Source: an optimization exercise on an open RTL-to-GDS flow (aim: a short achievable clock period and few clock cycles per item). Production flows keep margins and buffers that such runs may drop.
In this exercise RTL edits were held to simulation tests only and were not proved equivalent to the original.
Power and IR drop assume default switching activity.

==> flow/design.v <==
`default_nettype none
package swarq_pkg;
	localparam int WINDOW_SLOTS = 32;
	localparam int MAX_PAYLOAD  = 1400;
	localparam int MAX_RESULTS  = 32;
	localparam int SLOT_W  = $clog2(WINDOW_SLOTS);
	localparam int CNT_W   = $clog2(WINDOW_SLOTS + 1);
	localparam int RES_W   = $clog2(MAX_RESULTS);
	localparam int SEQ_W   = 16;
	localparam int SIZE_W  = 11;
	localparam int MAP_W   = 32;
	localparam int TOTAL_W = 32;
	localparam int KIND_W  = 2;
	localparam int OKIND_W = 3;
	localparam logic [KIND_W-1:0] KIND_SEND    = 2'd0;
	localparam logic [KIND_W-1:0] KIND_ACK     = 2'd1;
	localparam logic [KIND_W-1:0] KIND_FINISH  = 2'd2;
	localparam logic [KIND_W-1:0] KIND_TIMEOUT = 2'd3;
	localparam logic [OKIND_W-1:0] OUT_TX       = 3'd0;
	localparam logic [OKIND_W-1:0] OUT_RETX     = 3'd1;
	localparam logic [OKIND_W-1:0] OUT_REFUSED  = 3'd2;
	localparam logic [OKIND_W-1:0] OUT_FINISHED = 3'd3;
	localparam logic [OKIND_W-1:0] OUT_STATUS   = 3'd4;
endpackage
`default_nettype wire
`default_nettype none
module swarq_ram #(
	parameter int WIDTH = 8,
	parameter int DEPTH = 32
) (
	input  wire logic                     clk,
	input  wire logic                     we,
	input  wire logic [$clog2(DEPTH)-1:0] waddr,
	input  wire logic [WIDTH-1:0]         wdata,
	input  wire logic [$clog2(DEPTH)-1:0] raddr,
	output logic      [WIDTH-1:0]         rdata
);
	logic [WIDTH-1:0] mem [DEPTH];
	always_ff @(posedge clk) begin
		if (we) begin
			mem[waddr] <= wdata;
		end
		rdata <= mem[raddr];
	end
endmodule
`default_nettype wire
`default_nettype none
module sliding_window_arq_sender (
	input  wire logic                             clk,
	input  wire logic                             arst_n,
	input  wire logic                             start,
	output logic                                  busy,
	input  wire logic [swarq_pkg::KIND_W-1:0]     kind,
	input  wire logic [swarq_pkg::SIZE_W-1:0]     payload_size,
	input  wire logic [swarq_pkg::SEQ_W-1:0]      ack_seq,
	input  wire logic [swarq_pkg::MAP_W-1:0]      received_map,
	output logic                                  result_valid,
	output logic      [swarq_pkg::OKIND_W-1:0]    out_kind,
	output logic      [swarq_pkg::SEQ_W-1:0]      out_seq,
	output logic      [swarq_pkg::SIZE_W-1:0]     out_size,
	output logic      [swarq_pkg::TOTAL_W-1:0]    delivered_bytes,
	output logic                                  last
);
	localparam int W = swarq_pkg::WINDOW_SLOTS;
	localparam int SW = swarq_pkg::SLOT_W;
	localparam logic [SW:0] W_EXT = W;
	typedef enum logic [1:0] {
		ST_IDLE,
		ST_POP,
		ST_PREP,
		ST_SCAN
	} state_t;
	state_t state_q;
	logic [swarq_pkg::SEQ_W-1:0]   base_q;
	logic [swarq_pkg::SEQ_W-1:0]   next_q;
	logic [SW-1:0]                 head_q;
	logic [W-1:0]                  valid_q;
	logic [swarq_pkg::TOTAL_W-1:0] total_q;
	logic                          fin_q;
	logic [swarq_pkg::MAP_W-1:0]   map_q;
	logic                          is_ack_q;
	logic [swarq_pkg::CNT_W-1:0]   pop_left_q;
	logic [W-1:0]                  cand_q;
	logic                          any_q;
	logic [SW-1:0]                 pos_q;
	logic [swarq_pkg::RES_W-1:0]   emit_q;
	logic                          pop_s1;
	logic                          rd_s1;
	logic [swarq_pkg::SEQ_W-1:0]   seq_s1;
	logic                          last_s1;
	logic                          res_valid_q;
	logic [swarq_pkg::OKIND_W-1:0] res_kind_q;
	logic [swarq_pkg::SEQ_W-1:0]   res_seq_q;
	logic [swarq_pkg::SIZE_W-1:0]  res_size_q;
	logic [swarq_pkg::TOTAL_W-1:0] res_total_q;
	logic                          res_last_q;
	logic                          ram_we;
	logic [SW-1:0]                 ram_waddr;
	logic [SW-1:0]                 ram_raddr;
	logic [swarq_pkg::SIZE_W-1:0]  ram_rdata;
	logic                          accept;
	logic [swarq_pkg::SEQ_W-1:0]   count;
	logic                          full;
	logic                          refuse;
	logic [swarq_pkg::SEQ_W-1:0]   ahead;
	logic [swarq_pkg::SEQ_W-1:0]   pops;
	logic [W-1:0]                  cand;
	logic [W-1:0]                  cand_next;
	logic                          cap_hit;
	logic [swarq_pkg::TOTAL_W:0]   sum;
	function automatic logic [SW-1:0] slot_add(input logic [SW-1:0] a, input logic [SW-1:0] b);
		logic [SW:0] s;
		s = {1'b0, a} + {1'b0, b};
		if (s >= W_EXT) begin
			s = s - W_EXT;
		end
		slot_add = s[SW-1:0];
	endfunction
	assign busy     = (state_q != ST_IDLE) || rd_s1;
	assign accept   = start && !busy;
	assign count    = next_q - base_q;
	assign full     = count >= swarq_pkg::SEQ_W'(W);
	assign refuse   = full || (payload_size > swarq_pkg::SIZE_W'(swarq_pkg::MAX_PAYLOAD));
	assign ahead    = ack_seq - base_q;
	assign pops     = ahead[swarq_pkg::SEQ_W-1] ? '0 : ((ahead > count) ? count : ahead);
	assign cand_next = cand_q >> 1;
	assign cap_hit  = emit_q == swarq_pkg::RES_W'(swarq_pkg::MAX_RESULTS - 1);
	assign sum      = {1'b0, total_q} + {{(swarq_pkg::TOTAL_W + 1 - swarq_pkg::SIZE_W){1'b0}},
		ram_rdata};
	assign ram_we    = accept && !fin_q && (kind == swarq_pkg::KIND_SEND) && !refuse;
	assign ram_waddr = slot_add(head_q, count[SW-1:0]);
	assign ram_raddr = (state_q == ST_POP) ? head_q : slot_add(head_q, pos_q);
	always_comb begin
		for (int i = 0; i < W; i++) begin
			cand[i] = (swarq_pkg::SEQ_W'(i) < count)
				&& valid_q[slot_add(head_q, SW'(i))]
				&& !(is_ack_q && (i < swarq_pkg::MAP_W) && map_q[i % swarq_pkg::MAP_W]);
		end
	end
	swarq_ram #(
		.WIDTH(swarq_pkg::SIZE_W),
		.DEPTH(W)
	) u_size_ram (
		.clk  (clk),
		.we   (ram_we),
		.waddr(ram_waddr),
		.wdata(payload_size),
		.raddr(ram_raddr),
		.rdata(ram_rdata)
	);
	always_ff @(posedge clk or negedge arst_n) begin
		if (!arst_n) begin
			state_q     <= ST_IDLE;
			base_q      <= '0;
			next_q      <= '0;
			head_q      <= '0;
			valid_q     <= '0;
			total_q     <= '0;
			fin_q       <= 1'b0;
			map_q       <= '0;
			is_ack_q    <= 1'b0;
			pop_left_q  <= '0;
			cand_q      <= '0;
			any_q       <= 1'b0;
			pos_q       <= '0;
			emit_q      <= '0;
			pop_s1      <= 1'b0;
			rd_s1       <= 1'b0;
			seq_s1      <= '0;
			last_s1     <= 1'b0;
			res_valid_q <= 1'b0;
			res_kind_q  <= '0;
			res_seq_q   <= '0;
			res_size_q  <= '0;
			res_total_q <= '0;
			res_last_q  <= 1'b0;
		end else begin
			res_valid_q <= 1'b0;
			pop_s1      <= 1'b0;
			rd_s1       <= 1'b0;
			if (pop_s1) begin
				total_q <= sum[swarq_pkg::TOTAL_W] ? '1 : sum[swarq_pkg::TOTAL_W-1:0];
			end
			if (rd_s1) begin
				res_valid_q <= 1'b1;
				res_kind_q  <= swarq_pkg::OUT_RETX;
				res_seq_q   <= seq_s1;
				res_size_q  <= ram_rdata;
				res_total_q <= total_q;
				res_last_q  <= last_s1;
			end
			case (state_q)
				ST_IDLE: begin
					if (accept) begin
						if (fin_q) begin
							res_valid_q <= 1'b1;
							res_kind_q  <= swarq_pkg::OUT_FINISHED;
							res_seq_q   <= base_q;
							res_size_q  <= '0;
							res_total_q <= total_q;
							res_last_q  <= 1'b1;
						end else begin
							case (kind)
								swarq_pkg::KIND_SEND: begin
									res_valid_q <= 1'b1;
									res_seq_q   <= next_q;
									res_total_q <= total_q;
									res_last_q  <= 1'b1;
									if (refuse) begin
										res_kind_q <= swarq_pkg::OUT_REFUSED;
										res_size_q <= '0;
									end else begin
										res_kind_q          <= swarq_pkg::OUT_TX;
										res_size_q          <= payload_size;
										valid_q[ram_waddr] <= 1'b1;
										next_q              <= next_q + 1'b1;
									end
								end
								swarq_pkg::KIND_FINISH: begin
									fin_q       <= 1'b1;
									res_valid_q <= 1'b1;
									res_kind_q  <= swarq_pkg::OUT_FINISHED;
									res_seq_q   <= base_q;
									res_size_q  <= '0;
									res_total_q <= total_q;
									res_last_q  <= 1'b1;
								end
								swarq_pkg::KIND_ACK: begin
									map_q      <= received_map;
									is_ack_q   <= 1'b1;
									pop_left_q <= pops[swarq_pkg::CNT_W-1:0];
									state_q    <= (pops != '0) ? ST_POP : ST_PREP;
								end
								default: begin
									is_ack_q <= 1'b0;
									state_q  <= ST_PREP;
								end
							endcase
						end
					end
				end
				ST_POP: begin
					pop_s1          <= 1'b1;
					valid_q[head_q] <= 1'b0;
					head_q          <= slot_add(head_q, SW'(1));
					base_q          <= base_q + 1'b1;
					pop_left_q      <= pop_left_q - 1'b1;
					if (pop_left_q == swarq_pkg::CNT_W'(1)) begin
						state_q <= ST_PREP;
					end
				end
				ST_PREP: begin
					cand_q  <= cand;
					any_q   <= |cand;
					pos_q   <= '0;
					emit_q  <= '0;
					state_q <= ST_SCAN;
				end
				ST_SCAN: begin
					if (!any_q) begin
						if (is_ack_q) begin
							res_valid_q <= 1'b1;
							res_kind_q  <= swarq_pkg::OUT_STATUS;
							res_seq_q   <= base_q;
							res_size_q  <= '0;
							res_total_q <= total_q;
							res_last_q  <= 1'b1;
						end
						state_q <= ST_IDLE;
					end else begin
						if (cand_q[0]) begin
							rd_s1   <= 1'b1;
							seq_s1  <= base_q + {{(swarq_pkg::SEQ_W - SW){1'b0}}, pos_q};
							last_s1 <= (cand_next == '0) || cap_hit;
							emit_q  <= emit_q + 1'b1;
						end
						cand_q <= cand_next;
						pos_q  <= pos_q + 1'b1;
						if ((cand_next == '0) || (cand_q[0] && cap_hit)) begin
							state_q <= ST_IDLE;
						end
					end
				end
				default: begin
					state_q <= ST_IDLE;
				end
			endcase
		end
	end
	assign result_valid    = res_valid_q;
	assign out_kind        = res_kind_q;
	assign out_seq         = res_seq_q;
	assign out_size        = res_size_q;
	assign delivered_bytes = res_total_q;
	assign last            = res_last_q;
endmodule
`default_nettype wire
==> flow/run.sh <==
#!/bin/bash
# synth_recipe.tcl (not shown) runs the flow's synth.tcl, then flattens the netlist and writes it again
# the make line also repeats each setting of config.mk as NAME=value (left out here)
make -C /OpenROAD-flow-scripts/flow DESIGN_CONFIG=/design/flow/config.mk WORK_HOME=/design/flow/orfs CLKGATE_MAP_FILE= SYNTH_SCRIPT=/design/flow/synth_recipe.tcl finish
==> flow/config.mk <==
export PLATFORM = sky130hd
export DESIGN_NAME = sliding_window_arq_sender
export DESIGN_NICKNAME = sliding_window_arq_sender
export VERILOG_FILES = /design/flow/design.v
export SDC_FILE = /design/flow/constraint.sdc
export NUM_CORES = 4
export LEC_CHECK = 0
export CAP_MARGIN = 20
export CORE_MARGIN = 2
export CORE_UTILIZATION = 40
export SLEW_MARGIN = 20
==> flow/constraint.sdc <==
create_clock -name core_clock -period 7.0 [get_ports {clk}]
set_input_delay 1.4000 -clock core_clock [delete_from_list [all_inputs] [get_ports {clk}]]
set_output_delay 1.4000 -clock core_clock [all_outputs]
set_load 0.01 [all_outputs]
==> summary.txt <==
- Of the cells placed in the final design, the portion with a size suffix greater than 1 is 0.140.
- The share of total power dissipated in the clock network is 0.194.
- The CTS root buffer is sky130_fd_sc_hd__clkbuf_16.
- The fill cell instance count of the final layout is 7448.
- Of the total power, the share spent switching nets is 0.427.
- The total negative setup slack is 0 ps.
- In the final design database the tool counted 3109 nets.
- The number of gates resized after CTS was 0.
- The cell count after synthesis came out at 2832.
- The type of destination of the critical path is a register.
- The worst register-to-register path ends at u_size_ram.mem[20][5].
- The worst slack on hold paths is 479 ps.
- The critical path startpoint category is an input port.
- In the synthesized netlist, the cells that appear most often are 352 x sky130_fd_sc_hd__edfxtp_1, 269 x sky130_fd_sc_hd__dfrtp_1, 196 x sky130_fd_sc_hd__nor2_1, 195 x sky130_fd_sc_hd__o21ai_0, 194 x sky130_fd_sc_hd__nand2_1.
- In the global route stage, overall resource usage came out at 0.225.
- The required time of the critical path is 7480 ps.
- The leading area contributor after synthesis is sky130_fd_sc_hd__edfxtp_1.
- The floorplan step defined a die boundary enclosing 87300 sq um.
- Counting distinct cell types in the post-synthesis netlist gives 79.
- The sequential element share of the synthesized area is 0.516.
- The end of the worst hold path is seq_s1[6].
- The worst max-slew margin expressed relative to the limit is 0.301.
- Counting flops with a built-in enable in the synthesized netlist gives 352.
- The insertion delay to the later sink of the worst-skew pair is 620 ps.
- The average vias per placed instance is 5.91.
- The synthesis-stage register bit count is 632.
- The shortest clock period the worst path allows after layout is 5690 ps.
- The part of the cycle the worst path needs is 0.813.
- The tool flagged a number of max-cap violations equal to 0.
- The critical path's slowest cell is sky130_fd_sc_hd__nor2_1.
- The number of nets in the synthesized netlist is 3001.
- Counting cells, the worst reg-to-reg path comes to 11.
- In this run the deepest clock path goes through 3 buffers.
- During placement, the flow inserted port buffers numbering 128.
- From bottom edge to top edge, the die measures 295 microns.
- The congestion estimate from routability-driven global placement came to 0.927.
- The wire-length estimate of the detail-placed layout is 67900 microns.
- The hold-fix buffer count after cts is 0.
- The largest stage delay on the critical path is 590 ps.
- The most used standard cell by instance count after synthesis is sky130_fd_sc_hd__edfxtp_1.
- The pin count of the biggest net entering global routing is 173.
- The number of global-route vias before repair is 24300.
- The H-tree was split into 3 levels.
- The power per cell area is 470 nW/um^2.
- The relative contribution of combinational cells to total power is 0.529.
- The synthesized area divided by synthesized cell count is 12.0 sq um.
- The number of post-CTS setup repair buffers is 0.
- Once placement completed, the tool counted placed cells totaling 4003.
- The number of iterations in the first detailed-routing pass is 5.
- Yosys attributes the largest share of cell area to sky130_fd_sc_hd__edfxtp_1 31%, sky130_fd_sc_hd__dfrtp_1 20%, sky130_fd_sc_hd__mux4_2 10%.
- The leading register cell type out of synthesis is sky130_fd_sc_hd__edfxtp_1.
- Along the worst path, the maximum fanout reaches 9.
- The number of antenna violations at the first check in global routing is 1.
- The number of clock buffers added by TritonCTS is 69.
- Between clock sinks in the finished design, the worst skew comes to 31.0 ps.
- OpenSTA, run right after detailed placement, puts the worst setup slack at 753 ps.
- In this run the core area contains 106 standard-cell rows.
- In this run the static leakage power is 14.5 nW.
- For this configuration, the core starts out at a cell density of 0.405.
- In this run the critical register-to-register path is launched from base_q[1].
- Setup violations remaining at the end of the flow were counted as 0.
- The final hold violation count was 0.
- Summing every instance area after synthesis gives 34000 sq um.
- The signal on the critical path passes through clkdlybuf4s50_1, ha_1, nor2b_1, o31a_1, o31ai_1, a21oi_1, o21ai_1, a21oi_1, o31a_1, or3_1, nand2_1, ha_1, and4_1, nand3_1, nor3_1, a221oi_1, nor2_1, nor4b_1, o31ai_1.
- The maximum resistive drop on vdd is 0.486 mV.
- The run finished with no timing, DRC or antenna violations.
- The total number of vias is 24400.
- The internal power is 0.0105 W.
- The highest attainable clock frequency is 176 MHz.
- The startpoint identified for the worst hold timing path is seq_s1[6].
- Setup repair after global routing left no endpoint under its margin.
- Setup slack on the critical path of the routed design comes to 1310 ps.
- The type of the worst setup path is in -> reg.
- The share of total power dissipated in sequential elements is 0.276.
- 129 I/O pins were placed.
- The first global-routing pass estimated 151000 microns of wire.
- Counting instances, the worst hold path has a depth of 2.
- The detailed router finished its first iteration with 2492 violations.
- In this run the register-to-register setup slack is 1560 ps.
- For the worst setup path, the data arrival time is 6170 ps.
- The final max-slew violation count is 0.
- The finished layout holds 4131 standard cells, fillers aside.
- The area of the core region is 83800 sq um.
- In the routed design, unresolved DRC markers number 0.
- After clock tree synthesis, the clock-pin slew on the worst setup and hold paths is 60 ps.
- The number of sinks driven by the clock tree is 632.
- TritonCTS built the clock tree.
- The share of synthesized registers carrying an async set or reset is 0.426.
- The share of synthesized area in the top cell type comes to 0.311.
- The register cell area after layout is 17500 sq um.
- In the final routed layout, each cell accounts on average for 23.8 microns.
- The Yosys step of the flow raised 2 warnings.
- Summed over all nets, the switching power comes to 0.00782 W.
- From left edge to right edge, the die measures 295 microns.
- The relative area change from synthesis to final layout is 14.7%.
- For the pin with the worst max-slew slack, the measured transition is 1040 ps.
- Summing all multi-input logic gate instances after layout gives 15600 sq um.
- Once detail routing completed, the nets flagged for antenna violations numbered 0.
- The total congestion overflow after global routing is 0.
- The routed design has 98300 microns of wire.
- The worst min-delay path category is reg -> reg.
-- power by group through the flow --
stage          Combinational [W]  Clock (W)  Sequential [W]
3_3_place_gp             0.00950          0         0.00510
4_1_cts                  0.00971    0.00364         0.00505
6_report                 0.00969    0.00356         0.00506
5_1_grt                   0.0105    0.00378         0.00512
2_1_floorplan            0.00679          0         0.00488
3_5_place_dp             0.00966          0         0.00512
-- per-layer routing --
metal | up-vias | track usage | routed length [microns]
met4 | 0 | 0.0499 | 1780
met1 | 12400 | 0.315 | 42900
met3 | 116 | 0.0280 | 5830
li1 | 11000 | - | -
met2 | 913 | 0.376 | 47800
met5 | - | 0 | 0
-- stage by stage --
stage                     instance area (sq um)  utilization  total power [W]
final                                     39000        0.465           0.0183
after floorplan                           34000            -           0.0117
after detailed placement                  36700        0.438           0.0148
after CTS                                 38900        0.465           0.0184
after global routing                      39000        0.465           0.0194
after global placement                    36700        0.438           0.0146
-- cells by family after synthesis --
group	share of synthesized area
compound gates	0.125
fa+ha+maj	0.0403
buf+inv	0.0274
xor+xnor	0.0335
mux	0.168
flops	0.516
simple gates	0.0906
-- worst max path at each step --
stage | startpoint | to
finish | ack_seq[1] | state_q[0]
global route | ack_seq[1] | state_q[0]
CTS | ack_seq[1] | state_q[0]
detailed placement | ack_seq[1] | state_q[0]
global placement | ack_seq[1] | pop_left_q[0]
floorplan | ack_seq[6] | pop_left_q[0]
-- registers in the layout (all words and copies together) (netlist names), 2 cells and up --
| name | flops |
|---|---|
| state_q | 2 |
| emit_q | 5 |
| next_q | 16 |
| head_q | 5 |
| seq_s1 | 16 |
| res_total_q | 32 |
| base_q | 16 |
| valid_q | 32 |
| res_seq_q | 16 |
| map_q | 32 |
| res_kind_q | 3 |
| u_size_ram.mem | 352 |
| res_size_q | 11 |
| total_q | 32 |
| pop_left_q | 6 |
| cand_q | 32 |
| pos_q | 5 |
| u_size_ram.rdata | 11 |
-- worst max-delay path: cells and delay by family --
family	cells	cell delay, ps
AOI/OAI and AO/OA	8	1700
and+or+nand+nor	8	2190
buffers and inverters	1	430
adders and majority gates	2	440
-- cell type report --
cell class                 instances  share of cell area
antenna                            2            0.000128
clock inverter                    36             0.00764
timing repair buffer             198              0.0478
multi-input combinational       1956               0.402
tap                             1134              0.0364
inverter                          83             0.00799
clock buffer                      90              0.0487
sequential                       632               0.450
-- layout by cell type, fill, tap and decap left out, types with 16 or more instances in the layout --
cell type / n
sky130_fd_sc_hd__or3_1: 17
sky130_fd_sc_hd__nand2_1: 193
sky130_fd_sc_hd__o21ai_0: 195
sky130_fd_sc_hd__nand4_1: 27
sky130_fd_sc_hd__o31ai_1: 27
sky130_fd_sc_hd__inv_1: 77
sky130_fd_sc_hd__nand3_1: 59
sky130_fd_sc_hd__xnor2_1: 94
sky130_fd_sc_hd__a211oi_1: 36
sky130_fd_sc_hd__a21o_1: 28
sky130_fd_sc_hd__and3_1: 23
sky130_fd_sc_hd__mux2i_1: 147
sky130_fd_sc_hd__clkinv_1: 16
sky130_fd_sc_hd__o2bb2ai_1: 16
sky130_fd_sc_hd__a21oi_1: 187
sky130_fd_sc_hd__clkdlybuf4s50_1: 127
sky130_fd_sc_hd__nor3_1: 47
sky130_fd_sc_hd__a31oi_1: 35
sky130_fd_sc_hd__buf_4: 66
sky130_fd_sc_hd__nor2b_1: 34
sky130_fd_sc_hd__nor2_1: 194
sky130_fd_sc_hd__dfrtp_1: 266
sky130_fd_sc_hd__ha_1: 97
sky130_fd_sc_hd__nor4_1: 19
sky130_fd_sc_hd__clkbuf_16: 72
sky130_fd_sc_hd__mux4_2: 156
sky130_fd_sc_hd__o22ai_1: 48
sky130_fd_sc_hd__mux2_2: 61
sky130_fd_sc_hd__edfxtp_1: 352
sky130_fd_sc_hd__xor2_1: 33
Testbench counts, summed over its fixed seeds: cycles 21,250, items 8,000.

==> re-timing with driven ports <==
In the flow no input, the clock included, has a driving cell. The finished layout below was timed again as built, in two steps.
Step 1 assumes that a clkbuf_16 drives the clock port and a buf_2 every other input.
Step 2 times the ports against the registers' clock, not the clock port: input delays grow and output delays shrink by t, the midpoint of the rising clock arrivals with the driver on.
Three values: ideal, step 1, step 2; two values: the first two.
t, ns: 0.669
slack for setup (ns): 1.311 / 1.357 / 0.689
clock arrival spread, ns: 0.031 / 0.031
After both steps this run still meets setup and hold. The setup slack of this run moves by +0.046 ns with the drivers and by -0.622 ns with both steps.
